What follows belongs to an exercise in optimizing a design on an open flow for small area and a short achievable clock period; a production flow would make more cautious choices.
Function was checked by simulation only, so behaviour that the tests miss may differ from the original.
Power figures rest on the tool's default switching activity, not on a simulated workload.

--- design/flow/flow/run.sh ---
#!/bin/bash
set -euo pipefail
bash standard.sh "BUFFER_PORTS_ARGS=-buffer_cell sky130_fd_sc_hd__buf_4" finish > flow_make.log 2>&1
--- design/flow/standard.sh ---
#!/bin/bash
# synth_recipe.tcl (not shown) runs the flow's synth.tcl, then flattens the netlist and writes it again
# the make line also repeats each setting of config.mk as NAME=value (left out here)
make -C /OpenROAD-flow-scripts/flow DESIGN_CONFIG=/design/flow/config.mk WORK_HOME=/design/flow/orfs CLKGATE_MAP_FILE= SYNTH_SCRIPT=/design/flow/synth_recipe.tcl "${@:-finish}"
--- design/flow/config.mk ---
export PLATFORM = sky130hd
export DESIGN_NAME = psum_buffer_top
export DESIGN_NICKNAME = psum_buffer_top
export VERILOG_FILES = /design/flow/design.v
export SDC_FILE = /design/flow/constraint.sdc
export NUM_CORES = 4
export LEC_CHECK = 0
export CAP_MARGIN = 20
export CORE_MARGIN = 2
export CORE_UTILIZATION = 60
export CTS_CLUSTER_DIAMETER = 100
export CTS_CLUSTER_SIZE = 25
export SETUP_SLACK_MARGIN = 2.0
export SLEW_MARGIN = 20
--- design/flow/constraint.sdc ---
create_clock -name core_clock -period 4.5 [get_ports {CLK}]
set_input_delay 0.9000 -clock core_clock [delete_from_list [all_inputs] [get_ports {CLK}]]
set_output_delay 0.9000 -clock core_clock [all_outputs]
set_load 0.01 [all_outputs]
--- design/flow/design.v ---
package psum_buf_pkg;
  typedef logic [32-1:0] psum_word_t;
  typedef struct packed {
    logic        rsvd_31;
    logic        start;
    logic        soft_reset;
    logic [12:0] rsvd_28_16;
    logic [3:0]  tile_size;
    logic [7:0]  rsvd_11_4;
    logic [3:0]  filter_r;
  } acc_params_t;
  typedef enum logic [1:0] {
    IDLE_BUFFER,
    ISSUE_RD,
    WAIT_RD,
    BUFFER_DONE
  } rd_state_e;
  typedef enum logic [0:0] {
    FEED_IDLE,
    FEEDING
  } feed_state_e;
endpackage
`timescale 1ns/1ns
module burst_reader (
  input  logic        CLK,
  input  logic        rst_n,
  input  logic        buffer_req,
  input  logic        clear_req,
  input  psum_buf_pkg::psum_word_t  base_addr,
  input  psum_buf_pkg::psum_word_t  m_axi_rdata,
  input  logic        m_axi_rvalid_rready,
  input  logic        txn_done,
  input  logic        axi_error,
  output psum_buf_pkg::psum_word_t  m_ar_addr,
  output logic        init_axi_rd_txn,
  output logic        psums_buffered,
  output logic        buffer_error,
  output logic        fill_wr_en,
  output logic        fill_wait_next,
  output psum_buf_pkg::psum_word_t  fill_wr_data,
  output logic        fill_clear,
  input  logic        fill_full
);
  localparam int BURST_STEP = 16 * 4;
  localparam int CNT_W = $clog2(3 + 1);
  localparam logic [CNT_W-1:0] LAST_CNT = 3;
  logic             st_idle;
  logic             st_issue;
  logic             st_wait;
  logic             st_done;
  logic             buffer_req_q;
  logic             clear_req_q;
  logic             buffer_pulse;
  logic [CNT_W-1:0] burst_cnt;
  logic             last_burst;
  always_ff @(posedge CLK) begin
    if (!rst_n) begin
      buffer_req_q <= 1'b0;
      clear_req_q  <= 1'b0;
    end else begin
      buffer_req_q <= buffer_req;
      clear_req_q  <= clear_req;
    end
  end
  assign buffer_pulse = buffer_req & ~buffer_req_q;
  assign fill_clear   = clear_req & ~clear_req_q;
  assign fill_wr_en   = st_wait & m_axi_rvalid_rready;
  assign fill_wr_data = m_axi_rdata;
  assign fill_wait_next = rst_n & (st_issue | (st_wait & ~txn_done));
  assign last_burst = (burst_cnt == LAST_CNT);
  always_ff @(posedge CLK) begin
    if (st_idle && buffer_pulse) begin
      burst_cnt <= '0;
    end else if (st_issue) begin
      burst_cnt <= burst_cnt + 1'b1;
    end
  end
  always_ff @(posedge CLK) begin
    if (!rst_n) begin
      st_idle         <= 1'b1;
      st_issue        <= 1'b0;
      st_wait         <= 1'b0;
      st_done         <= 1'b0;
      init_axi_rd_txn <= 1'b0;
      m_ar_addr       <= 32'h4000_0000;
      psums_buffered  <= 1'b0;
      buffer_error    <= 1'b0;
    end else begin
      st_idle         <= (st_idle & ~buffer_pulse) | st_done;
      st_issue        <= (st_idle & buffer_pulse) | (st_wait & txn_done & ~last_burst);
      st_wait         <= fill_wait_next;
      st_done         <= st_wait & txn_done & last_burst;
      init_axi_rd_txn <= st_issue;
      if (st_idle && buffer_pulse) begin
        psums_buffered <= 1'b0;
        buffer_error   <= 1'b0;
      end
      if (st_issue) begin
        m_ar_addr <= base_addr + psum_buf_pkg::psum_word_t'(burst_cnt * BURST_STEP);
      end
      if (st_wait) begin
        if ((m_axi_rvalid_rready && fill_full) || (txn_done && axi_error)) begin
          buffer_error <= 1'b1;
        end
        if (txn_done && last_burst) begin
          psums_buffered <= 1'b1;
        end
      end
      if (st_done) begin
        m_ar_addr <= 32'h4000_0000;
      end
    end
  end
endmodule
`timescale 1ns/1ns
module psum_fifo (
  input  logic       CLK,
  input  logic       rst_n,
  input  logic       pop,
  output psum_buf_pkg::psum_word_t pop_data,
  output logic       empty,
  input  logic       fill_beat,
  input  logic       fill_wait_next,
  input  psum_buf_pkg::psum_word_t fill_wr_data,
  input  logic       fill_clear,
  output logic       fill_full
);
  localparam int AW = $clog2(64);
  localparam int DEPTH = 64;
  localparam logic [AW:0] DEPTH_CNT = 64;
  localparam int NCOPY = 4;
  logic [DEPTH-1:0][32-1:0] mem;
  logic [7:0]    wr_lo;
  logic [7:0]    wr_hi;
  logic [7:0]    wr_hi_next;
  logic          wr_arm;
  logic          wr_arm_next;
  logic [7:0]    arm_hi;
  logic [NCOPY-1:0][7:0] rd_lo_cp;
  logic [7:0]    rd_hi;
  logic [AW:0]   count;
  logic [AW:0]   count_next;
  logic          full_q;
  logic          full_next;
  logic          empty_q;
  logic          do_wr;
  logic          do_rd;
  assign fill_full = full_q;
  assign empty     = empty_q;
  assign do_wr     = fill_beat & wr_arm;
  assign do_rd     = pop & ~empty_q;
  always_ff @(posedge CLK) begin
    for (int i = 0; i < DEPTH; i++) begin
      if (fill_beat && arm_hi[i / 8] && wr_lo[i % 8]) begin
        mem[i] <= fill_wr_data;
      end
    end
  end
  always_comb begin
    psum_buf_pkg::psum_word_t grp;
    logic [7:0] sel_lo;
    pop_data = '0;
    for (int g = 0; g < 8; g++) begin
      grp = '0;
      for (int j = 0; j < 8; j++) begin
        sel_lo = rd_lo_cp[g % NCOPY];
        grp = grp | ({32{sel_lo[(j + g % NCOPY) % 8]}} & mem[8 * g + j]);
      end
      pop_data = pop_data | ({32{rd_hi[g]}} & grp);
    end
  end
  logic [AW:0] count_inc;
  logic [AW:0] count_dec;
  assign count_inc = count + 1'b1;
  assign count_dec = count - 1'b1;
  always_comb begin
    count_next = count;
    full_next  = full_q;
    case ({do_wr, do_rd})
      2'b10: begin
        count_next = count_inc;
        full_next  = (count == DEPTH_CNT - 1'b1);
      end
      2'b01: begin
        count_next = count_dec;
        full_next  = 1'b0;
      end
      default: ;
    endcase
    if (fill_clear) begin
      full_next = 1'b0;
    end
  end
  always_comb begin
    wr_hi_next = wr_hi;
    if (!rst_n || fill_clear) begin
      wr_hi_next = 8'd1;
    end else if (do_wr && wr_lo[7]) begin
      wr_hi_next = {wr_hi[6:0], wr_hi[7]};
    end
  end
  assign wr_arm_next = fill_wait_next & ~full_next;
  always_ff @(posedge CLK) begin
    wr_hi  <= wr_hi_next;
    wr_arm <= wr_arm_next;
    arm_hi <= {8{wr_arm_next}} & wr_hi_next;
  end
  always_ff @(posedge CLK) begin
    if (!rst_n || fill_clear) begin
      wr_lo    <= 8'd1;
      for (int c = 0; c < NCOPY; c++) begin
        rd_lo_cp[c] <= 8'd1 << c;
      end
      rd_hi    <= 8'd1;
      count    <= '0;
      full_q   <= 1'b0;
      empty_q  <= 1'b1;
    end else begin
      if (do_wr) begin
        wr_lo <= {wr_lo[6:0], wr_lo[7]};
      end
      if (do_rd) begin
        for (int c = 0; c < NCOPY; c++) begin
          rd_lo_cp[c] <= {rd_lo_cp[c][6:0], rd_lo_cp[c][7]};
        end
        if (rd_lo_cp[0][7]) begin
          rd_hi <= {rd_hi[6:0], rd_hi[7]};
        end
      end
      count   <= count_next;
      full_q  <= full_next;
      case ({do_wr, do_rd})
        2'b10: empty_q <= 1'b0;
        2'b01: empty_q <= (count == 7'd1);
        default: ;
      endcase
    end
  end
endmodule
`timescale 1ns/1ns
module psum_feeder (
  input  logic       CLK,
  input  logic       rst_n,
  input  logic       start,
  input  logic [3:0] tile_size,
  input  logic [3:0] param_r,
  input  logic       act_valid,
  input  psum_buf_pkg::psum_word_t pop_data,
  input  logic       empty,
  output logic       pop,
  output psum_buf_pkg::psum_word_t in_psum_out,
  output logic       in_psum_valid,
  output logic       feed_done
);
  psum_buf_pkg::feed_state_e state;
  logic        start_q;
  logic        start_pulse;
  logic        zero_tile;
  logic [3:0]  r_left;
  logic [3:0]  t_left;
  logic [3:0]  r_load;
  logic        last_r;
  logic        last_word;
  assign start_pulse = start & ~start_q;
  assign zero_tile   = (tile_size == 4'd0) | (param_r == 4'd0);
  assign last_r      = (r_left == 4'd1);
  assign last_word   = last_r & (t_left == 4'd1);
  assign pop = (state == psum_buf_pkg::FEEDING) & act_valid & ~empty;
  always_ff @(posedge CLK) begin
    in_psum_out <= pop_data;
  end
  always_ff @(posedge CLK) begin
    if (state == psum_buf_pkg::FEED_IDLE) begin
      if (start_pulse) begin
        r_left <= param_r;
        t_left <= tile_size;
        r_load <= param_r;
      end
    end else if (pop) begin
      if (last_r) begin
        r_left <= r_load;
        t_left <= t_left - 4'd1;
      end else begin
        r_left <= r_left - 4'd1;
      end
    end
  end
  always_ff @(posedge CLK) begin
    if (!rst_n) begin
      state         <= psum_buf_pkg::FEED_IDLE;
      start_q       <= 1'b0;
      in_psum_valid <= 1'b0;
      feed_done     <= 1'b0;
    end else begin
      start_q       <= start;
      in_psum_valid <= pop;
      case (state)
        psum_buf_pkg::FEED_IDLE: begin
          if (start_pulse) begin
            if (zero_tile) begin
              feed_done <= 1'b1;
            end else begin
              feed_done <= 1'b0;
              state     <= psum_buf_pkg::FEEDING;
            end
          end
        end
        psum_buf_pkg::FEEDING: begin
          if (pop && last_word) begin
            feed_done <= 1'b1;
            state     <= psum_buf_pkg::FEED_IDLE;
          end
        end
        default: state <= psum_buf_pkg::FEED_IDLE;
      endcase
    end
  end
endmodule
`timescale 1ns/1ns
module psum_buffer_top (
  input  logic        CLK,
  input  logic        RESETN,
  input  psum_buf_pkg::acc_params_t acc_params,
  input  psum_buf_pkg::psum_word_t  output_base_addr,
  input  psum_buf_pkg::psum_word_t  mem_ctrl,
  input  logic        act_valid,
  input  psum_buf_pkg::psum_word_t  m_axi_rdata,
  input  logic        m_axi_rvalid_rready,
  input  logic        txn_done,
  input  logic        axi_error,
  output psum_buf_pkg::psum_word_t  pe_status,
  output psum_buf_pkg::psum_word_t  in_psum_out,
  output logic        in_psum_valid,
  output psum_buf_pkg::psum_word_t  m_ar_addr,
  output logic        init_axi_rd_txn
);
  localparam int MEM_BUFFER_PSUMS = 6;
  localparam int MEM_CLEAR_PSUMS  = 7;
  localparam int ST_PSUMS_BUFFERED = 0;
  localparam int ST_FEED_DONE      = 1;
  localparam int ST_PSUM_ERROR     = 16;
  logic       rst_n;
  logic       buffer_req;
  logic       clear_req;
  logic       psums_buffered;
  logic       buffer_error;
  logic       feed_done;
  logic       fifo_pop;
  logic       fifo_empty;
  psum_buf_pkg::psum_word_t fifo_pop_data;
  logic       fill_wr_en;
  logic       fill_wait_next;
  psum_buf_pkg::psum_word_t fill_wr_data;
  logic       fill_clear;
  logic       fill_full;
  assign rst_n      = RESETN & ~acc_params.soft_reset;
  assign buffer_req = mem_ctrl[MEM_BUFFER_PSUMS];
  assign clear_req  = mem_ctrl[MEM_CLEAR_PSUMS];
  always_comb begin
    pe_status                    = '0;
    pe_status[ST_PSUMS_BUFFERED] = psums_buffered;
    pe_status[ST_FEED_DONE]      = feed_done;
    pe_status[ST_PSUM_ERROR]     = buffer_error;
  end
  burst_reader u_burst_reader (
    .CLK                 (CLK),
    .rst_n               (rst_n),
    .buffer_req          (buffer_req),
    .clear_req           (clear_req),
    .base_addr           (output_base_addr),
    .m_axi_rdata         (m_axi_rdata),
    .m_axi_rvalid_rready (m_axi_rvalid_rready),
    .txn_done            (txn_done),
    .axi_error           (axi_error),
    .m_ar_addr           (m_ar_addr),
    .init_axi_rd_txn     (init_axi_rd_txn),
    .psums_buffered      (psums_buffered),
    .buffer_error        (buffer_error),
    .fill_wr_en          (fill_wr_en),
    .fill_wait_next      (fill_wait_next),
    .fill_wr_data        (fill_wr_data),
    .fill_clear          (fill_clear),
    .fill_full           (fill_full)
  );
  psum_fifo u_psum_fifo (
    .CLK      (CLK),
    .rst_n    (rst_n),
    .pop      (fifo_pop),
    .pop_data (fifo_pop_data),
    .empty    (fifo_empty),
    .fill_beat      (m_axi_rvalid_rready),
    .fill_wait_next (fill_wait_next),
    .fill_wr_data (fill_wr_data),
    .fill_clear   (fill_clear),
    .fill_full    (fill_full)
  );
  psum_feeder u_psum_feeder (
    .CLK           (CLK),
    .rst_n         (rst_n),
    .start         (acc_params.start),
    .tile_size     (acc_params.tile_size),
    .param_r       (acc_params.filter_r),
    .act_valid     (act_valid),
    .pop_data      (fifo_pop_data),
    .empty         (fifo_empty),
    .pop           (fifo_pop),
    .in_psum_out   (in_psum_out),
    .in_psum_valid (in_psum_valid),
    .feed_done     (feed_done)
  );
endmodule
==> impl_metrics.csv, run 1 <==
group,metric,value,unit
finish,drive_gt1_share,11.09,%
hold_path,hp-start,"acc_params[0]",
synth,ys_ff_latch,2213,
synth,synth_cells,4511,
worst_setup_path,worst_setup_path_start_kind,"flip-flop",
synth,synth_area,79720,sq um
synth,syn_area_per_cell,17.67,sq um
job,max-cap-violations,0,
sta,period_needed,2571,ps
floorplan,dieHeight,368.5,microns
synth,synth_edf_count,2060,
clocking,clk_path_buf_depth,3,
finish,fin_nets,4728,
sta,max_freq,388.9,MHz
power,power.density,388.2,nW/um^2
power,p_int,26.86,mW
synth,synth_top_family_by_area,"compound AO/OA/AOI/OAI gates",
power,p_clk_share,31.2,%
global_routing,gr-total-overflow,0,
sta,worst_slew_pin_slew,1177,ps
route,drt_pass1_iterations,5,
route,drt_iter0_drc,6278,
sta,slew-limit-headroom,21.52,%
worst_setup_path,reg2reg_depth,5,
global_routing,grt_pass1_wl,315.7,mm
floorplan,initial_core_util,60.57,%
placement,dpl_cell_area,82990,sq um
route,drc,0,
worst_setup_path,r2r_slack,1930,ps
finish,stdcell_count,6410,
synth,synthSimpleGateAreaFrac,4.368,%
status,status,"finished clean",
synth,synth.mux.area_fraction,0.1679,%
floorplan,core_area,131600,sq um
global_routing,grt_pass1_vias,42636,
synth,synth.distinct_cells,56,
floorplan,fp.dieW,368.5,microns
worst_setup_path,path_max_fanout,19,
global_routing,grt.busiest_layer,"met2",
synth,synth_xor_area_share,0.2087,%
hold_path,hold_end,"u_psum_feeder.r_load[0]",
worst_setup_path,reg2reg_to,"u_psum_feeder.in_psum_out[29]",
route,viasPerCell,7.023,
clocking,cts_buffers,98,
worst_setup_path,reg2reg_from,"u_psum_fifo.rd_lo_cp[8]",
power,total_power,33.42,mW
sta,clock_skew,24.50,ps
floorplan,dieArea,135800,sq um
global_routing,grt_util_met1,49.38,%
power,leakagePower,25.69,nW
clocking,cts_root_buf,"clkbuf_16",
global_routing,grt.total_usage,32.79,%
power,combPwrFrac,1.6,%
worst_setup_path,crit_arrival,3010,ps
global_routing,grt_use_met2,49.48,%
route,antenna_left,0,
global_routing,antenna_found_initial,8,
route,via_count,45019,
synth,synth-compound-area-share,11.80,%
worst_setup_path,crit_path_end_kind,"flip-flop",
global_routing,grt_max_degree,69,
sta,fin_crit_sh,57.14,%
sta,finalSetupViolations,0,
finish,final_cell_area,86090,sq um
power,peakVddDrop,0.0003220,V
clocking,cts.sinks,2213,
clocking,clk_pin_slew,100,ps
worst_setup_path,crit_type,"reg2reg",
sta,rsz0062_at_grt,"yes",
finish,area_growth,7.992,%
sta,finalSetupTns,0,ps
placement,portBuffers,150,
clocking,cts-htree-levels,3,
placement,gp_congestion,0.8194,
route,wl,225.5,mm
synth,synth_warnings,4,
power,p_seq_share,67.2,%
floorplan,rows,133,
floorplan,ios,232,
power,swShare,19.63,%
synth,ys_async_sr_fraction,0,%
hold_path,holdPathStages,1,
worst_setup_path,timing.critical_path.required,4940,ps
hold_path,min_path_type,"in2reg",
clocking,cts_hold_buf,0,
global_routing,met3_usage,5.225,%
placement,dp_cells,6228,
synth,synth_ff_type,"edfxtp_1",
clocking,cts_tree,"yes",
finish,final_util,65.41,%
power,power_switching,6.562,mW
sta,hold_viol,0,
clocking,clk_latency,750,ps
sta,drv_slew,0,
synth,yosysSeqAreaShare,81.44,%
placement,hpwl,126.8,mm
route,avgRoutedWirePerCell,35.18,microns
synth,synth-adder-area-share,0.2134,%
==> metrics by stage <==
| step | worst slack (ps) | hold slack [ps] |
|---|---|---|
| 6_report | 1929 | 350.6 |
| 5_1_grt | 1997 | 313.6 |
| 4_1_cts | 1968 | 306.6 |
| 3_5_place_dp | 1187 | 453.9 |
| 3_3_place_gp | 1175 | 456.3 |
| 2_1_floorplan | 1738 | 432.6 |
==> flip-flops by register name, summed over array words and instances (netlist names), 2 cells and up <==
name / flops
u_psum_fifo.wr_lo: 8
u_psum_feeder.r_load: 4
u_psum_fifo.rd_hi: 8
u_psum_feeder.r_left: 4
u_psum_fifo.mem: 2048
u_psum_fifo.arm_hi: 8
u_psum_feeder.in_psum_out: 32
u_burst_reader.m_ar_addr: 32
u_psum_fifo.count: 7
u_psum_fifo.rd_lo_cp: 32
u_psum_feeder.t_left: 4
u_psum_fifo.wr_hi: 8
u_burst_reader.burst_cnt: 2
==> layer usage <==
layer | wire length [microns] | vias to the layer above
met1 | 91330 | 23300
met2 | 103100 | 2642
met5 | 21 | -
li1 | - | 18765
met3 | 22690 | 308
met4 | 8321 | 4
==> cell families (layout without fill, tap and decap cells) <==
| kind of cell | Yosys count | in the layout |
|---|---|---|
| AOI/OAI and AO/OA | 1287 | 1287 |
| adders and majority gates | 13 | 13 |
| xor gates and xnor gates | 19 | 19 |
| other | 1 | 30 |
| and+or+nand+nor | 616 | 616 |
| DFF | 2213 | 2213 |
| buffers and inverters | 349 | 464 |
| muxes | 13 | 13 |
==> cell usage after synthesis, types with 14 or more instances <==
library cell | count | area [sq um]
a22oi_1 | 1153 | 8656
and2_1 | 14 | 87.58
buf_4 | 32 | 240.2
nand3_1 | 17 | 85.08
nand2_1 | 134 | 503.0
nor2_1 | 33 | 123.9
buf_1 | 83 | 311.6
edfxtp_1 | 2060 | 61860
a21oi_1 | 71 | 355.3
dfxtp_1 | 153 | 3063
o21ai_0 | 30 | 150.1
xnor2_1 | 17 | 148.9
and3_1 | 65 | 406.6
clkbuf_1 | 212 | 795.8
inv_1 | 18 | 67.56
nand4_1 | 293 | 1833
==> worst max path at each step <==
stage	start	end	slack, ps	cells after the start
5_1_grt	u_psum_fifo.wr_lo[7]	u_psum_fifo.mem[1762]	2000	2
3_3_place_gp	m_axi_rvalid_rready	u_psum_fifo.arm_hi[2]	1170	8
4_1_cts	u_psum_fifo.rd_lo_cp[18]	u_psum_feeder.in_psum_out[1]	1970	5
6_report	u_psum_fifo.rd_lo_cp[8]	u_psum_feeder.in_psum_out[29]	1930	5
2_1_floorplan	output_base_addr[6]	u_burst_reader.m_ar_addr[24]	1740	8
3_5_place_dp	m_axi_rvalid_rready	u_psum_fifo.arm_hi[3]	1190	7
==> layout make-up <==
| class | count | area (sq um) |
|---|---|---|
| sequential | 2213 | 65020 |
| fill | 9113 | 45540 |
| multi-input combinational | 1977 | 13690 |
| clock buffer | 171 | 2833 |
| timing repair buffer | 271 | 2251 |
| tap | 1755 | 2196 |
| inverter | 20 | 76.32 |
| clock inverter | 2 | 25.02 |
| antenna | 1 | 2.502 |
==> cells in the final DEF (no fill, tap or decap), types with 3 or more instances in the layout <==
master     count
or3_1          7
a31oi_1       12
a211oi_1       4
nand4_1      293
mux2_2         3
nor3b_1        4
a21oi_1       71
nor4_1         4
dfxtp_1      110
nand2b_1       6
nor2b_1        4
nor3_1         7
dfxtp_2       24
nor2_1        33
clkbuf_1      68
ha_1          10
nand2_1      132
edfxtp_1    2060
buf_12        17
o21ai_0       30
mux2i_1       10
inv_1         17
a22oi_2       12
clkbuf_16    103
xnor2_1       17
and3_4         7
nand3_1       17
and2_1        14
a22oi_1     1141
o31ai_1        7
conb_1        29
nand3b_1       4
and3_2        57
or4_1         11
dfxtp_4       19
buf_4        253
==> power groups by stage <==
stage	logic [mW]	registers [mW]	clock network, mW
floorplan	0.119	22.9	0
global placement	0.509	22.9	0
detailed placement	0.527	22.9	0
CTS	0.527	22.5	10.5
global route	0.567	22.5	11.2
finish	0.528	22.5	10.4
==> worst max-delay path, cell delays in order (launching register included) <==
cell and delay [ps]:
dfxtp_2 540, buf_4 320, a22oi_1 190, nand4_1 130
a22oi_1 560, nand4_1 520
==> repair_timing <==
action / 4_1_cts / 5_1_grt
setup buffers: 0 / 3
endpoints found under the setup margin: 18 / 39
gates resized for setup: 8 / 16
pin swaps: 0 / 5
==> run 2, diff against run 1 <==
--- a/design/flow/design.v
+++ b/design/flow/design.v
@@ -69,4 +69,17 @@
   assign fill_wait_next = rst_n & (st_issue | (st_wait & ~txn_done));
   assign last_burst = (burst_cnt == LAST_CNT);
+  localparam int STEP_LSB = $clog2(BURST_STEP);
+  psum_buf_pkg::psum_word_t burst_addr;
+  logic [32-1:STEP_LSB]   base_inc1;
+  logic [32-1:STEP_LSB+1] base_inc2;
+  assign base_inc1 = base_addr[32-1:STEP_LSB] + 1'b1;
+  assign base_inc2 = base_addr[32-1:STEP_LSB+1] + 1'b1;
+  always_comb begin
+    case (burst_cnt)
+      2'd1:    burst_addr = {base_inc1, base_addr[STEP_LSB-1:0]};
+      2'd2:    burst_addr = {base_inc2, base_addr[STEP_LSB:0]};
+      default: burst_addr = base_addr;
+    endcase
+  end
   always_ff @(posedge CLK) begin
     if (st_idle && buffer_pulse) begin
@@ -97,5 +110,5 @@
       end
       if (st_issue) begin
-        m_ar_addr <= base_addr + psum_buf_pkg::psum_word_t'(burst_cnt * BURST_STEP);
+        m_ar_addr <= burst_addr;
       end
       if (st_wait) begin
--- a/design/flow/config.mk
+++ b/design/flow/config.mk
@@ -11,4 +11,4 @@
 export CTS_CLUSTER_DIAMETER = 100
 export CTS_CLUSTER_SIZE = 25
-export SETUP_SLACK_MARGIN = 2.0
+export SETUP_SLACK_MARGIN = 2.4
 export SLEW_MARGIN = 20
==> run 2 against run 1 <==
- still clean
- via count up 6.0%
- power up 0.63%
- fmax up 8.1%
- area after synthesis up 0.62%
- critical endpoint unchanged
- largest cell class unchanged
==> impl_metrics.csv, run 2 <==
group,metric,value,unit
synth,synth_most_common_cell,"edfxtp_1",
worst_setup_path,crit_chain,"buf_12 -> a22oi_2 -> nand4_1 -> a22oi_2 -> nand4_1",
sta,max_freq,420.6,MHz
clocking,clk_path_buf_depth,3,
worst_setup_path,path_max_fanout,4,
route,avgRoutedWirePerCell,36.93,microns
global_routing,gr-total-overflow,0,
job,max-cap-violations,0,
floorplan,initial_core_util,60.26,%
sta,rsz0062_at_grt,"yes",
floorplan,ios,232,
finish,area_growth,14.41,%
synth,synth_commonest_cells,"2,060 x edfxtp_1, 1,155 x a22oi_1, 295 x nand4_1",
clocking,clk_pin_slew,100,ps
sta,slew-limit-headroom,30.85,%
clocking,cts_root_buf,"clkbuf_16",
power,peakVddDrop,0.0004472,V
worst_setup_path,slowest_delay,590,ps
floorplan,dieArea,136600,sq um
synth,ys_ff_latch,2213,
sta,worst_slew_pin_slew,1037,ps
power,power.density,366.5,nW/um^2
route,antenna_left,0,
finish,top_register,"u_psum_fifo.mem",
placement,hpwl,130.7,mm
worst_setup_path,timing.critical_path.required,5050,ps
worst_setup_path,reg2reg_depth,5,
power,leakagePower,27.72,nW
status,status,"finished clean",
clocking,clk_latency,760,ps
sta,period_needed,2378,ps
clocking,cts_tree,"yes",
synth,ys_async_sr_fraction,0,%
global_routing,grt_pass1_vias,43762,
worst_setup_path,r2r_slack,2120,ps
global_routing,antenna_found_initial,9,
synth,synth_ff_type,"edfxtp_1",
route,drc,0,
floorplan,dieHeight,369.7,microns
route,via_count,47721,
floorplan,fp.dieW,369.7,microns
sta,hold_viol,0,
worst_setup_path,crit_type,"reg2reg",
finish,fin_nets,5042,
clocking,cts_buffers,98,
synth,syn_area_per_cell,17.40,sq um
sta,finalSetupTns,0,ps
synth,synth_area,80220,sq um
route,drt_pass1_iterations,6,
finish,drive_gt1_share,20.64,%
sta,finalSetupViolations,0,
route,wl,249.2,mm
finish,layout_common_cells,"2,060 x edfxtp_1, 941 x a22oi_1, 295 x nand4_1, 249 x buf_4, 214 x a22oi_2",
hold_path,holdPathStages,1,
worst_setup_path,worst_setup_path_start_kind,"flip-flop",
finish,largest_register_ff_count,2048,
power,total_power,33.63,mW
sta,clock_skew,28.13,ps
placement,portBuffers,150,
clocking,cts.sinks,2213,
synth,synth_warnings,4,
global_routing,grt_pass1_wl,340.1,mm
sta,drv_slew,0,
placement,gp_congestion,0.9400,
floorplan,rows,134,
synth,synth_edf_count,2060,
synth,synth_top_cell_area_share,77.11,%
worst_setup_path,crit_arrival,2930,ps
route,drt_iter0_drc,7298,
synth,yosys-top-cells-area,"edfxtp_1 77%, a22oi_1 11%, dfxtp_1 3.8%, nand4_1 2.3%, clkbuf_1 1.0%",
floorplan,core_area,133100,sq um
finish,final_common_cell,"edfxtp_1",
synth,yosysSeqAreaShare,80.93,%
synth,synth_cells,4610,
route,viasPerCell,7.072,
global_routing,grt.total_usage,35.78,%
synth,synth.largest_area_cell,"edfxtp_1",
worst_setup_path,crit_path_end_kind,"flip-flop",
hold_path,min_path_type,"in2reg",
synth,synth.distinct_cells,70,
global_routing,grt_max_degree,68,
worst_setup_path,cpMaxStageDelayCell,"a22oi_2",
clocking,cts-htree-levels,3,
sta,fin_crit_sh,52.84,%
==> run 2: repair_timing <==
item                        CTS  global route
cloned                       27            13
hold buffers                  0             0
pin swaps                   155           135
setup buffers               152            53
setup endpoints to repair  1340          1063
gates resized for setup     467           155
==> run 2: final cells by class <==
class	instances	area, sq um
well taps	1768	2212
clock inverters	3	30.03
flip-flops and latches	2213	65140
repair buffers	492	5927
fillers	8834	41350
clock buffers	179	2851
inverters	17	95.09
diodes	4	10.01
multi-input cells	2072	15510
==> run 2: where the power goes <==
group          leakage [nW]  internal, mW  switching [mW]
Combinational          6.54         0.130           0.549
Clock                  1.37          4.34            6.16
Sequential             19.8          22.4          0.0196
==> run 2: per-layer routing <==
layer / vias up / global-route usage [%] / wire (microns)
li1: 19633 / - / -
met5: - / 0 / 54
met2: 2862 / 53.73 / 113700
met3: 408 / 7.906 / 27770
met4: 6 / 14.42 / 11630
met1: 24812 / 51.53 / 96000
==> run 2: worst paths after layout <==
check | from | endpoint
setup / recovery | u_psum_fifo.rd_lo_cp[27] | u_psum_feeder.in_psum_out[29]
hold / removal | acc_params[2] | u_psum_feeder.r_load[2]
setup reg to reg | u_psum_fifo.rd_lo_cp[27] | u_psum_feeder.in_psum_out[29]
hold reg to reg | u_psum_fifo.wr_hi[6] | u_psum_fifo.wr_hi[7]
==> run 2: worst max-delay path, delay by kind of cell, from the launching register on <==
family                 cells  cell delay, ps
AND/OR/NAND/NOR            2             810
AO/OA/AOI/OAI              2             750
flip-flops                 1             430
buffers and inverters      1             170
==> run 2: cell families after synthesis <==
kind of cell	share of synthesized area (%)
and+or+nand+nor	4.604
DFF	80.93
adders and majority gates	0.2184
other	0.004675
xor gates and xnor gates	0.1310
muxes	0.1825
buffers and inverters	1.842
AOI/OAI and AO/OA	12.09
==> run 2: per-stage QoR <==
stage                     hold WS, ps  utilization (%)  area [sq um]  std cells  setup slack [ps]
after floorplan                 440.9                -         80770       4638              2063
after global routing            322.6            68.93         91770       6744              2174
final                           350.5            68.94         91780       6748              2122
after detailed placement        463.9            62.76         83540       6317              1180
after CTS                       303.9            67.86         90340       6678              2171
after global placement          460.2            62.76         83540       6317              1196
==> run 3, diff against run 2 <==
--- a/design/flow/config.mk
+++ b/design/flow/config.mk
@@ -11,4 +11,5 @@
 export CTS_CLUSTER_DIAMETER = 100
 export CTS_CLUSTER_SIZE = 25
-export SETUP_SLACK_MARGIN = 2.4
+export SETUP_SLACK_MARGIN = 2.5
 export SLEW_MARGIN = 20
+export TNS_END_PERCENT = 0
==> run 3 against run 2 <==
- die area stayed put
- power is 0.36% lower
- largest cell class unchanged
- utilization is 3.2 points lower
- flip-flop and latch count stayed put
- wire length is 5.2% lower
==> impl_metrics.csv, run 3 <==
group,metric,value,unit
sta,fin_crit_sh,56.16,%
floorplan,fp.dieW,369.7,microns
synth,synth_most_common_cell,"edfxtp_1",
synth,synth_ff_type,"edfxtp_1",
global_routing,grt_pass1_wl,324.4,mm
route,wl,236.2,mm
global_routing,grt_pass1_vias,41951,
floorplan,dieHeight,369.7,microns
route,drc,0,
power,peakVddDrop,0.0004319,V
clocking,cts_hold_buf,0,
floorplan,dieArea,136600,sq um
floorplan,ios,232,
power,total_power,33.51,mW
worst_setup_path,worst_setup_path_start_kind,"flip-flop",
placement,dp_cells,6317,
floorplan,initial_core_util,60.26,%
synth,synth.mux.area_fraction,0.1825,%
synth,synth_area,80220,sq um
sta,period_needed,2527,ps
hold_path,min_path_type,"in2reg",
placement,dpl_cell_area,83350,sq um
power,power.density,382.9,nW/um^2
sta,clock_skew,45.51,ps
clocking,cts-htree-levels,3,
finish,final_common_cell,"edfxtp_1",
global_routing,gr-total-overflow,0,
floorplan,rows,134,
synth,synth_top_family_by_area,"compound AO/OA/AOI/OAI gates",
route,drt_pass1_iterations,7,
finish,top_register,"u_psum_fifo.mem",
synth,synth.largest_area_cell,"edfxtp_1",
sta,worst_slew_pin_slew,1132,ps
synth,synth_commonest_cells,"2,060 x edfxtp_1, 1,155 x a22oi_1, 295 x nand4_1",
clocking,cts_buffers,98,
synth,synthSimpleGateAreaFrac,4.604,%
synth,ys_async_sr_fraction,0,%
clocking,clk_latency,770,ps
power,leakagePower,26.21,nW
finish,fin_nets,4858,
sta,slew-limit-headroom,24.54,%
synth,ys_ff_latch,2213,
placement,gp_congestion,0.9716,
sta,max_freq,395.7,MHz
route,antenna_left,0,
worst_setup_path,timing.critical_path.required,4950,ps
finish,largest_register_ff_count,2048,
sta,rsz0062_at_grt,"yes",
sta,finalSetupTns,0,ps
synth,synth-compound-area-share,12.09,%
worst_setup_path,path_max_fanout,21,
synth,synth_cells,4610,
synth,yosysSeqAreaShare,80.93,%
route,viasPerCell,7.050,
synth,synth_xor_area_share,0.1310,%
synth,synth_warnings,4,
route,drt_iter0_drc,6740,
global_routing,antenna_found_initial,20,
synth,syn_area_per_cell,17.40,sq um
worst_setup_path,crit_path_end_kind,"flip-flop",
job,max-cap-violations,0,
finish,layout_common_cells,"2,060 x edfxtp_1, 1,085 x a22oi_1, 295 x nand4_1, 252 x buf_4, 147 x nand2_1",
clocking,cts_tree,"yes",
clocking,clk_path_buf_depth,3,
placement,portBuffers,150,
route,via_count,46139,
sta,drv_slew,0,
global_routing,grt_max_degree,68,
finish,final_util,65.75,%
finish,area_growth,9.113,%
clocking,cts.sinks,2213,
placement,hpwl,129.9,mm
worst_setup_path,crit_type,"reg2reg",
clocking,clk_pin_slew,100,ps
sta,finalSetupViolations,0,
synth,synth.distinct_cells,70,
route,avgRoutedWirePerCell,36.09,microns
floorplan,core_area,133100,sq um
finish,drive_gt1_share,12.88,%
synth,synth-adder-area-share,0.2184,%
finish,stdcell_count,6545,
sta,hold_viol,0,
clocking,cts_root_buf,"clkbuf_16",
global_routing,grt.total_usage,33.93,%
status,status,"finished clean",
finish,nFillCells,9145,
synth,synth_top_cell_area_share,77.11,%
synth,yosys-top-cells-area,"edfxtp_1 77%, a22oi_1 11%, dfxtp_1 3.8%, nand4_1 2.3%, clkbuf_1 1.0%",
worst_setup_path,crit_arrival,2980,ps
synth,synth_edf_count,2060,
finish,final_cell_area,87530,sq um
[run 3: cell count changes in the layout (fill, tap and decap cells not counted), moves of 4 or more]
| cell | before | now |
|---|---|---|
| buf_8 | 20 | 13 |
| clkbuf_1 | 76 | 58 |
| dfxtp_2 | 80 | 9 |
| buf_6 | 121 | 17 |
| dfxtp_1 | 41 | 114 |
| bufbuf_16 | 6 | 2 |
| a22oi_2 | 214 | 70 |
| clkbuf_16 | 114 | 103 |
| buf_16 | 29 | 5 |
| buf_12 | 55 | 18 |
| a22oi_1 | 941 | 1085 |
| and3_2 | 4 | 60 |
| and3_4 | 65 | 7 |
[run 3: logic make-up after synthesis]
kind of cell | after synthesis
simple gates | 671
other cells | 1
xor+xnor | 12
buf+inv | 356
flops | 2213
compound gates | 1329
mux | 14
fa+ha+maj | 14
[run 3: repair_timing]
| item | 4_1_cts | 5_1_grt |
|---|---|---|
| pin swaps | 25 | 43 |
| gates resized for setup | 125 | 23 |
| setup endpoints to repair | 2186 | 2048 |
| cloned | 3 | 0 |
| setup buffers | 26 | 31 |
[run 3: worst paths after layout]
check                           cells after the start                     from  slack [ps]                           end
worst max-delay path                                5  u_psum_fifo.rd_lo_cp[1]        1970  u_psum_feeder.in_psum_out[4]
worst min-delay path                                1            acc_params[2]         340       u_psum_feeder.r_load[2]
worst max register to register                      5  u_psum_fifo.rd_lo_cp[1]        1970  u_psum_feeder.in_psum_out[4]
worst min register to register                      2     u_psum_fifo.wr_hi[6]         480          u_psum_fifo.wr_hi[7]
[run 3: worst max-delay path, stage by stage, from the launching register on]
cell and delay, ps:
dfxtp_4 430, buf_12 190, a22oi_1 200, nand4_1 330
a22oi_2 520, nand4_1 510
[run 3: power breakdown]
part / total, mW / internal [mW] / leakage (nW) / switching [mW]
combinational: 0.661 / 0.121 / 5.07 / 0.540
clock: 10.4 / 4.31 / 1.35 / 6.09
sequential: 22.5 / 22.4 / 19.8 / 0.0152
total: 33.5 / 26.9 / 26.2 / 6.64
[run 3: cell type report]
type	instances	area, sq um	area share (%)
diodes	3	7.507	0.008577
clock buffers	160	2770	3.165
clock inverters	4	58.81	0.06718
inverters	17	81.33	0.09291
multi-input cells	2070	14470	16.53
flip-flops and latches	2213	65050	74.31
well taps	1768	2212	2.527
repair buffers	310	2888	3.299
[run 3: routing by layer]
layer | track usage [%] | up-vias | wire (microns)
met5 | 0 | - | 200
met4 | 11.09 | 10 | 8382
met3 | 8.570 | 338 | 27650
met2 | 50.55 | 2692 | 107300
met1 | 49.62 | 23933 | 92660
li1 | - | 19166 | -
[run 3: stage by stage]
| stage | setup slack [ps] | hold WS [ps] |
|---|---|---|
| global placement | 1241 | 455.4 |
| global route | 2142 | 327.5 |
| floorplan | 2054 | 440.9 |
| detailed placement | 1194 | 462.4 |
| CTS | 2199 | 297.1 |
| finish | 1973 | 343.4 |
==> run 4, diff against run 3 <==
--- a/design/flow/design.v
+++ b/design/flow/design.v
@@ -142,5 +142,5 @@
   localparam int DEPTH = 64;
   localparam logic [AW:0] DEPTH_CNT = 64;
-  localparam int NCOPY = 4;
+  localparam int NCOPY = 1;
   logic [DEPTH-1:0][32-1:0] mem;
   logic [7:0]    wr_lo;
--- a/design/flow/config.mk
+++ b/design/flow/config.mk
@@ -11,5 +11,4 @@
 export CTS_CLUSTER_DIAMETER = 100
 export CTS_CLUSTER_SIZE = 25
-export SETUP_SLACK_MARGIN = 2.5
+export SETUP_SLACK_MARGIN = 2.4
 export SLEW_MARGIN = 20
-export TNS_END_PERCENT = 0
==> run 4 against run 3 <==
- synthesized cell count down 2.2%
- power decreased by 1.4%
- area after synthesis is 0.97% lower
- sequential share of layout area fell by 0.69 points
- sequential power about the same
- worst setup slack better by 270 ps
- die area fell by 0.97%
- global-route usage grew 0.75 points
- clock skew is 6.6 ps lower
- utilization grew 1.0 points
- worst hold slack better by 7.9 ps
- combinational power shrank 14%
==> impl_metrics.csv, run 4 <==
group,metric,value,unit
status,status,"finished clean",
synth,synth_ff_type,"edfxtp_1",
sta,drv_slew,0,
route,antenna_left,0,
placement,hpwl,113.4,mm
placement,portBuffers,150,
hold_path,min_path_type,"in2reg",
worst_setup_path,crit_path_end_kind,"flip-flop",
sta,max_freq,442.2,MHz
sta,period_needed,2261,ps
route,drt_pass1_iterations,6,
sta,hold_viol,0,
synth,synth_cells,4508,
route,drt_iter0_drc,7814,
floorplan,dieHeight,367.9,microns
route,top_layer,"met5",
route,wl,243.2,mm
route,wl_met3,27.33,mm
floorplan,fp.dieW,367.9,microns
worst_setup_path,r2r_slack,2240,ps
floorplan,core_area,131500,sq um
sta,finalSetupTns,0,ps
worst_setup_path,crit_type,"reg2reg",
synth,yosys-top-cells-area,"edfxtp_1 78%, a22oi_1 11%, dfxtp_1 3.3%, nand4_1 2.4%, clkbuf_1 1.3%",
synth,synth_edf_count,2060,
finish,area_growth,10.47,%
synth,syn_area_per_cell,17.62,sq um
sta,clock_skew,38.94,ps
global_routing,antenna_found_initial,8,
route,wl_met1,97.18,mm
synth,yosysSeqAreaShare,81.12,%
finish,layout_common_cells,"2,060 x edfxtp_1, 1,094 x a22oi_1, 304 x nand4_1, 149 x buf_4, 112 x clkbuf_16",
worst_setup_path,path_max_fanout,15,
power,power.density,376.6,nW/um^2
finish,final_common_cell,"edfxtp_1",
synth,synth_most_common_cell,"edfxtp_1",
route,viasPerCell,7.221,
clocking,cts-htree-levels,3,
sta,fin_crit_sh,50.25,%
worst_setup_path,worst_setup_path_start_kind,"flip-flop",
clocking,cts_tree,"yes",
finish,drive_gt1_share,13.90,%
worst_setup_path,timing.critical_path.required,4920,ps
sta,finalSetupViolations,0,
floorplan,dieArea,135300,sq um
clocking,clk_pin_slew,100,ps
floorplan,ios,232,
power,peakVddDrop,0.0002931,V
synth,synth.largest_area_cell,"edfxtp_1",
route,via_count,46398,
clocking,clk_latency,750,ps
synth,synth_area,79440,sq um
finish,largest_register_ff_count,2048,
floorplan,initial_core_util,60.43,%
clocking,clk_path_buf_depth,3,
clocking,cts.sinks,2189,
sta,slew-limit-headroom,22.50,%
finish,fin_nets,4747,
synth,synth_top_cell_area_share,77.87,%
sta,worst_slew_pin_slew,1162,ps
route,avgRoutedWirePerCell,37.86,microns
synth,ys_ff_latch,2189,
global_routing,gr-total-overflow,0,
clocking,cts_root_buf,"clkbuf_16",
synth,synth.distinct_cells,67,
finish,top_register,"u_psum_fifo.mem",
placement,gp_congestion,0.8091,
power,leakagePower,26.08,nW
worst_setup_path,crit_arrival,2680,ps
global_routing,grt_max_degree,86,
job,max-cap-violations,0,
global_routing,grt_pass1_vias,43591,
route,drc,0,
global_routing,grt_pass1_wl,330.1,mm
global_routing,grt.total_usage,34.68,%
synth,synth_commonest_cells,"2,060 x edfxtp_1, 1,153 x a22oi_1, 304 x nand4_1",
finish,reg_top3,"u_psum_fifo.mem x2048, u_burst_reader.m_ar_addr x32, u_psum_feeder.in_psum_out x32",
floorplan,rows,133,
synth,ys_async_sr_fraction,0,%
sta,timing.hold.ws,351.3,ps
clocking,cts_hold_buf,0,
sta,rsz0062_at_grt,"yes",
route,wl_met2,111.1,mm
synth,synth_warnings,4,
clocking,cts_buffers,97,
==> run 4: changes by cell type in the layout (fill, tap and decap cells not counted), moves of 11 or more <==
cell / delta
buf_8: -11
and3_4: +55
and3_2: -58
buf_6: +68
buf_16: +16
buf_4: -103
dfxtp_2: +55
dfxtp_1: -72
nand2_1: -58
nand3_1: -11
a22oi_2: -11
a21oi_1: -18
==> run 4: worst paths after layout <==
path,to,from,depth (start not counted)
worst max-delay path,u_psum_feeder.in_psum_out[12],u_psum_fifo.rd_lo_cp[5],6
worst min-delay path,u_psum_feeder.r_load[1],acc_params[1],1
worst max register to register,u_psum_feeder.in_psum_out[12],u_psum_fifo.rd_lo_cp[5],6
worst min register to register,u_psum_fifo.wr_hi[2],u_psum_fifo.wr_hi[1],2
==> run 4: through the flow <==
stage                     instances  area (sq um)  total power, mW  setup WS, ps  util, %
after floorplan                4536         79950            22.90          1781        -
after global placement         6170         82650            23.23         962.4    62.87
after detailed placement       6170         82650            23.25         899.3    62.87
after CTS                      6383         86700            33.02          2237    65.95
after global routing           6423         87750            33.77          2214    66.75
final                          6425         87750            33.04          2239    66.75
==> run 4: layer usage <==
layer / global-route usage, % / vias to the layer above
li1: - / 18889
met1: 52.32 / 24167
met2: 52.63 / 2943
met3: 6.491 / 391
met4: 9.388 / 8
met5: 0 / -
==> run 4: repair_timing <==
item / 4_1_cts / 5_1_grt
pin swaps: 9 / 43
buffers inserted: 39 / 23
endpoints found under the setup margin: 280 / 114
resized for setup: 194 / 92
cloned: 6 / 17
==> run 4: worst max-delay path, cell delays in order, from the launching register on <==
cell and delay (ps):
dfxtp_4 420, buf_12 160, buf_16 170, a22oi_1 170, nand4_1 270, a22oi_2 260, nand4_1 470
==> run 4: final cells by class <==
class | instances | area (sq um)
sequential | 2189 | 64610
fill | 8897 | 43710
multi-input combinational | 1989 | 14390
timing repair buffer | 303 | 3725
clock buffer | 163 | 2696
tap | 1755 | 2196
inverter | 19 | 85.08
clock inverter | 5 | 50.05
antenna | 2 | 5.005
==> run 4: cell families (layout without fill, tap and decap cells) <==
group | after synthesis | count (layout) | synth area share (%)
DFF | 2189 | 2189 | 81.12
AOI/OAI and AO/OA | 1314 | 1314 | 12.16
and+or+nand+nor | 612 | 612 | 4.404
buffers and inverters | 358 | 490 | 1.849
adders and majority gates | 14 | 14 | 0.2205
xor gates and xnor gates | 10 | 10 | 0.1103
muxes | 10 | 10 | 0.1292
other | 1 | 31 | 0.004721
==> run 4: where the power goes <==
group	switching [mW]	internal, mW	leakage, nW
Sequential	0.0173	22.2	19.6
Combinational	0.434	0.135	5.18
Clock	6.09	4.14	1.30
Total	6.54	26.5	26.1
==> run 5, diff against run 4 <==
==> design/flow/run.sh (new file) <==
#!/bin/bash
# synth_recipe.tcl (not shown) runs the flow's synth.tcl, then flattens the netlist and writes it again
# the make line also repeats each setting of config.mk as NAME=value (left out here)
make -C /OpenROAD-flow-scripts/flow DESIGN_CONFIG=/design/flow/config.mk WORK_HOME=/design/flow/orfs CLKGATE_MAP_FILE= SYNTH_SCRIPT=/design/flow/synth_recipe.tcl finish
removed: design/flow/flow/run.sh
removed: design/flow/standard.sh
==> run 5 against run 4 <==
- flip-flop and latch count unchanged
- die area is the same
- clock power is essentially flat
- still clean
- clock skew shrank 5.5 ps
- clock-buffer cell count up 1
- largest cell class unchanged
- sequential share of layout area decreased by 0.27 points
- fmax is 2.5% lower
- first-iteration DRC count increased by 2.2%
- synthesized cell count unchanged
- register-to-register slack got worse by 60 ps
- power increased by 0.22%
==> impl_metrics.csv, run 5 <==
group,metric,value,unit
synth,synth_cells,4508,
placement,place_ws,1016,ps
route,viasPerCell,7.260,
clocking,cts-htree-levels,3,
finish,final_common_cell,"edfxtp_1",
finish,reg_top3,"u_psum_fifo.mem x2048, u_burst_reader.m_ar_addr x32, u_psum_feeder.in_psum_out x32",
job,max-cap-violations,0,
floorplan,dieArea,135300,sq um
worst_setup_path,worst_setup_path_start_kind,"flip-flop",
global_routing,grt_pass1_vias,43965,
sta,finalSetupViolations,0,
clocking,cts_root_buf,"clkbuf_16",
placement,gp_congestion,0.8220,
global_routing,grt.total_usage,35.63,%
sta,hold_viol,0,
clocking,cts_buffers,97,
floorplan,rows,133,
sta,fin_crit_sh,51.56,%
sta,clock_skew,33.40,ps
hold_path,hp-start,"u_burst_reader.m_ar_addr[18]",
clocking,clk_path_buf_depth,3,
finish,nFillCells,8868,
synth,ys_async_sr_fraction,0,%
synth,synth_edf_count,2060,
clocking,clk_pin_slew,110,ps
clocking,cts.sinks,2189,
hold_path,holdPathStages,2,
global_routing,grt_pass1_wl,337.8,mm
synth,syn_area_per_cell,17.62,sq um
floorplan,fp.dieW,367.9,microns
sta,setup_ws,2180,ps
synth,synth_most_common_cell,"edfxtp_1",
route,drt_iter0_drc,7983,
worst_setup_path,reg2reg_from,"u_psum_fifo.rd_hi[4]",
synth,synth.distinct_cells,67,
worst_setup_path,path_max_fanout,19,
status,status,"finished clean",
floorplan,dieHeight,367.9,microns
sta,rsz0062_at_grt,"yes",
synth,synth_top_cell_area_share,77.87,%
finish,layout_common_cells,"2,060 x edfxtp_1, 1,094 x a22oi_1, 304 x nand4_1, 104 x clkbuf_16, 90 x buf_4",
sta,period_needed,2320,ps
sta,worst_slew_pin_slew,1132,ps
sta,max_freq,431.0,MHz
synth,synth_commonest_cells,"2,060 x edfxtp_1, 1,153 x a22oi_1, 304 x nand4_1",
power,leakagePower,26.22,nW
worst_setup_path,crit_type,"reg2reg",
route,wl,246.2,mm
floorplan,core_area,131500,sq um
global_routing,antenna_found_initial,15,
route,drc,0,
power,total_power,33.12,mW
synth,synth_warnings,4,
clocking,cts_tree,"yes",
worst_setup_path,timing.critical_path.required,5120,ps
power,peakVddDrop,0.0003321,V
power,power.density,376.1,nW/um^2
finish,area_growth,10.85,%
global_routing,gr-total-overflow,0,
sta,drv_slew,0,
synth,synth_area,79440,sq um
placement,portBuffers,150,
finish,final_util,66.98,%
global_routing,grt_max_degree,67,
route,avgRoutedWirePerCell,38.14,microns
placement,hpwl,113.8,mm
finish,drive_gt1_share,13.55,%
worst_setup_path,crit_path_end_kind,"flip-flop",
finish,largest_register_ff_count,2048,
hold_path,min_path_type,"reg2reg",
synth,ys_ff_latch,2189,
floorplan,initial_core_util,60.43,%
worst_setup_path,crit_start,"u_psum_fifo.rd_hi[4]",
sta,slew-limit-headroom,24.55,%
worst_setup_path,reg2reg_depth,3,
synth,synth.largest_area_cell,"edfxtp_1",
finish,fin_nets,4773,
route,antenna_left,0,
finish,top_register,"u_psum_fifo.mem",
route,via_count,46853,
route,drt_pass1_iterations,8,
clocking,clk_latency,750,ps
floorplan,ios,232,
synth,yosysSeqAreaShare,81.12,%
synth,synth_ff_type,"edfxtp_1",
worst_setup_path,crit_arrival,2940,ps
synth,yosys-top-cells-area,"edfxtp_1 78%, a22oi_1 11%, dfxtp_1 3.3%, nand4_1 2.4%, clkbuf_1 1.3%",
sta,finalSetupTns,0,ps
[run 5: changes by cell type in the layout (fill, tap and decap cells not counted), moves of 10 or more]
cell,delta
buf_6,-10
clkdlybuf4s50_1,+27
buf_2,+34
buf_4,-59
buf_12,+10
[run 5: report_power, final]
group / switching (mW) / leakage (nW) / internal (mW)
Combinational: 0.435 / 5.30 / 0.137
Sequential: 0.0171 / 19.6 / 22.2
Clock: 6.09 / 1.32 / 4.21
[run 5: cell type report]
cell class              instances  area, sq um  share of cell area (%)
diodes                          5        12.51                 0.01421
inverters                      19        83.83                 0.09520
well taps                    1755         2196                   2.494
clock inverters                 4        40.04                 0.04547
multi-input cells            1992        14450                   16.40
clock buffers                 164         2743                   3.115
flip-flops and latches       2189        64590                   73.35
repair buffers                326         3943                   4.477
[run 5: timing repair]
item,CTS,global route
gates resized for setup,521,104
setup endpoints to repair,279,1744
pin swaps,29,64
hold buffers,0,0
setup buffers,72,6
gates cloned,14,6
[run 5: logic make-up (layout without fill, tap and decap cells)]
logic type,Yosys count,count (layout),share of synthesized area [%]
AO/OA/AOI/OAI,1314,1315,12.16
flip-flops,2189,2189,81.12
XOR/XNOR,10,10,0.1103
adder cells (fa/ha/maj),14,14,0.2205
buffers and inverters,358,513,1.849
AND/OR/NAND/NOR,612,614,4.404
multiplexers,10,10,0.1292
other,1,34,0.004721
[run 5: through the flow]
stage          hold WS, ps  instance area (sq um)  cells
3_3_place_gp         455.6                  82890   6177
6_report             477.6                  88060   6454
2_1_floorplan        440.9                  79950   4536
4_1_cts              477.5                  87450   6432
5_1_grt              498.2                  88050   6451
3_5_place_dp         459.0                  82910   6178
[run 5: routing by layer]
layer | vias to the layer above | track usage, % | routed length (microns)
met5 | - | 0 | 84
met4 | 14 | 11.55 | 9103
met3 | 405 | 6.896 | 30250
met2 | 3237 | 53.39 | 111300
met1 | 24247 | 53.40 | 95440
li1 | 18950 | - | -
[run 5: critical path, cell delays in order (launching register included)]
cell     delay [ps]
dfxtp_2         990
buf_4           520
a22oi_1         250
nand4_1         360
[run 5: final timing paths]
path / endpoint / slack [ps]
max: u_psum_feeder.in_psum_out[4] / 2180
min: u_burst_reader.m_ar_addr[18] / 480
max reg2reg: u_psum_feeder.in_psum_out[4] / 2180
min reg2reg: u_burst_reader.m_ar_addr[18] / 480

==> static timing again, ports no longer ideal <==
Ports are ideal in the flow. The routed layouts listed here were re-timed in OpenROAD. Step 1: set_driving_cell puts a clkbuf_16 on CLK and a buf_2 on each other input, an assumption about the parent block. Step 2, shift: input delay + t, output delay - t, t = (earliest + latest rising clock arrival at the registers) / 2. This alone moves slack from input paths to output paths. Slacks: no drivers / after step 1 / after step 2; pairs: no drivers / after step 1.
run | t (ns) | setup WS [ns] | worst hold slack (ns) | worst setup path after step 2 | clock arrival spread, ns
run 1 | 0.819 | 1.929 / 1.929 / 1.395 | 0.351 / 0.305 / 0.480 | input to register | 0.027 / 0.027
run 2 | 0.829 | 2.122 / 2.122 / 1.745 | 0.351 / 0.291 / 0.481 | input to register | 0.030 / 0.031
run 3 | 0.834 | 1.973 / 1.973 / 1.489 | 0.343 / 0.278 / 0.477 | input to register | 0.046 / 0.047
run 4 | 0.821 | 2.239 / 2.159 / 1.697 | 0.351 / 0.290 / 0.476 | input to register | 0.047 / 0.047
run 5 | 0.821 | 2.180 / 2.180 / 1.628 | 0.478 / 0.468 / 0.478 | input to register | 0.036 / 0.036
After both steps setup and hold are still met in every run listed. For run 5, which loses most, drivers alone change the setup slack by 0.000 ns; drivers and shift together by -0.552 ns.
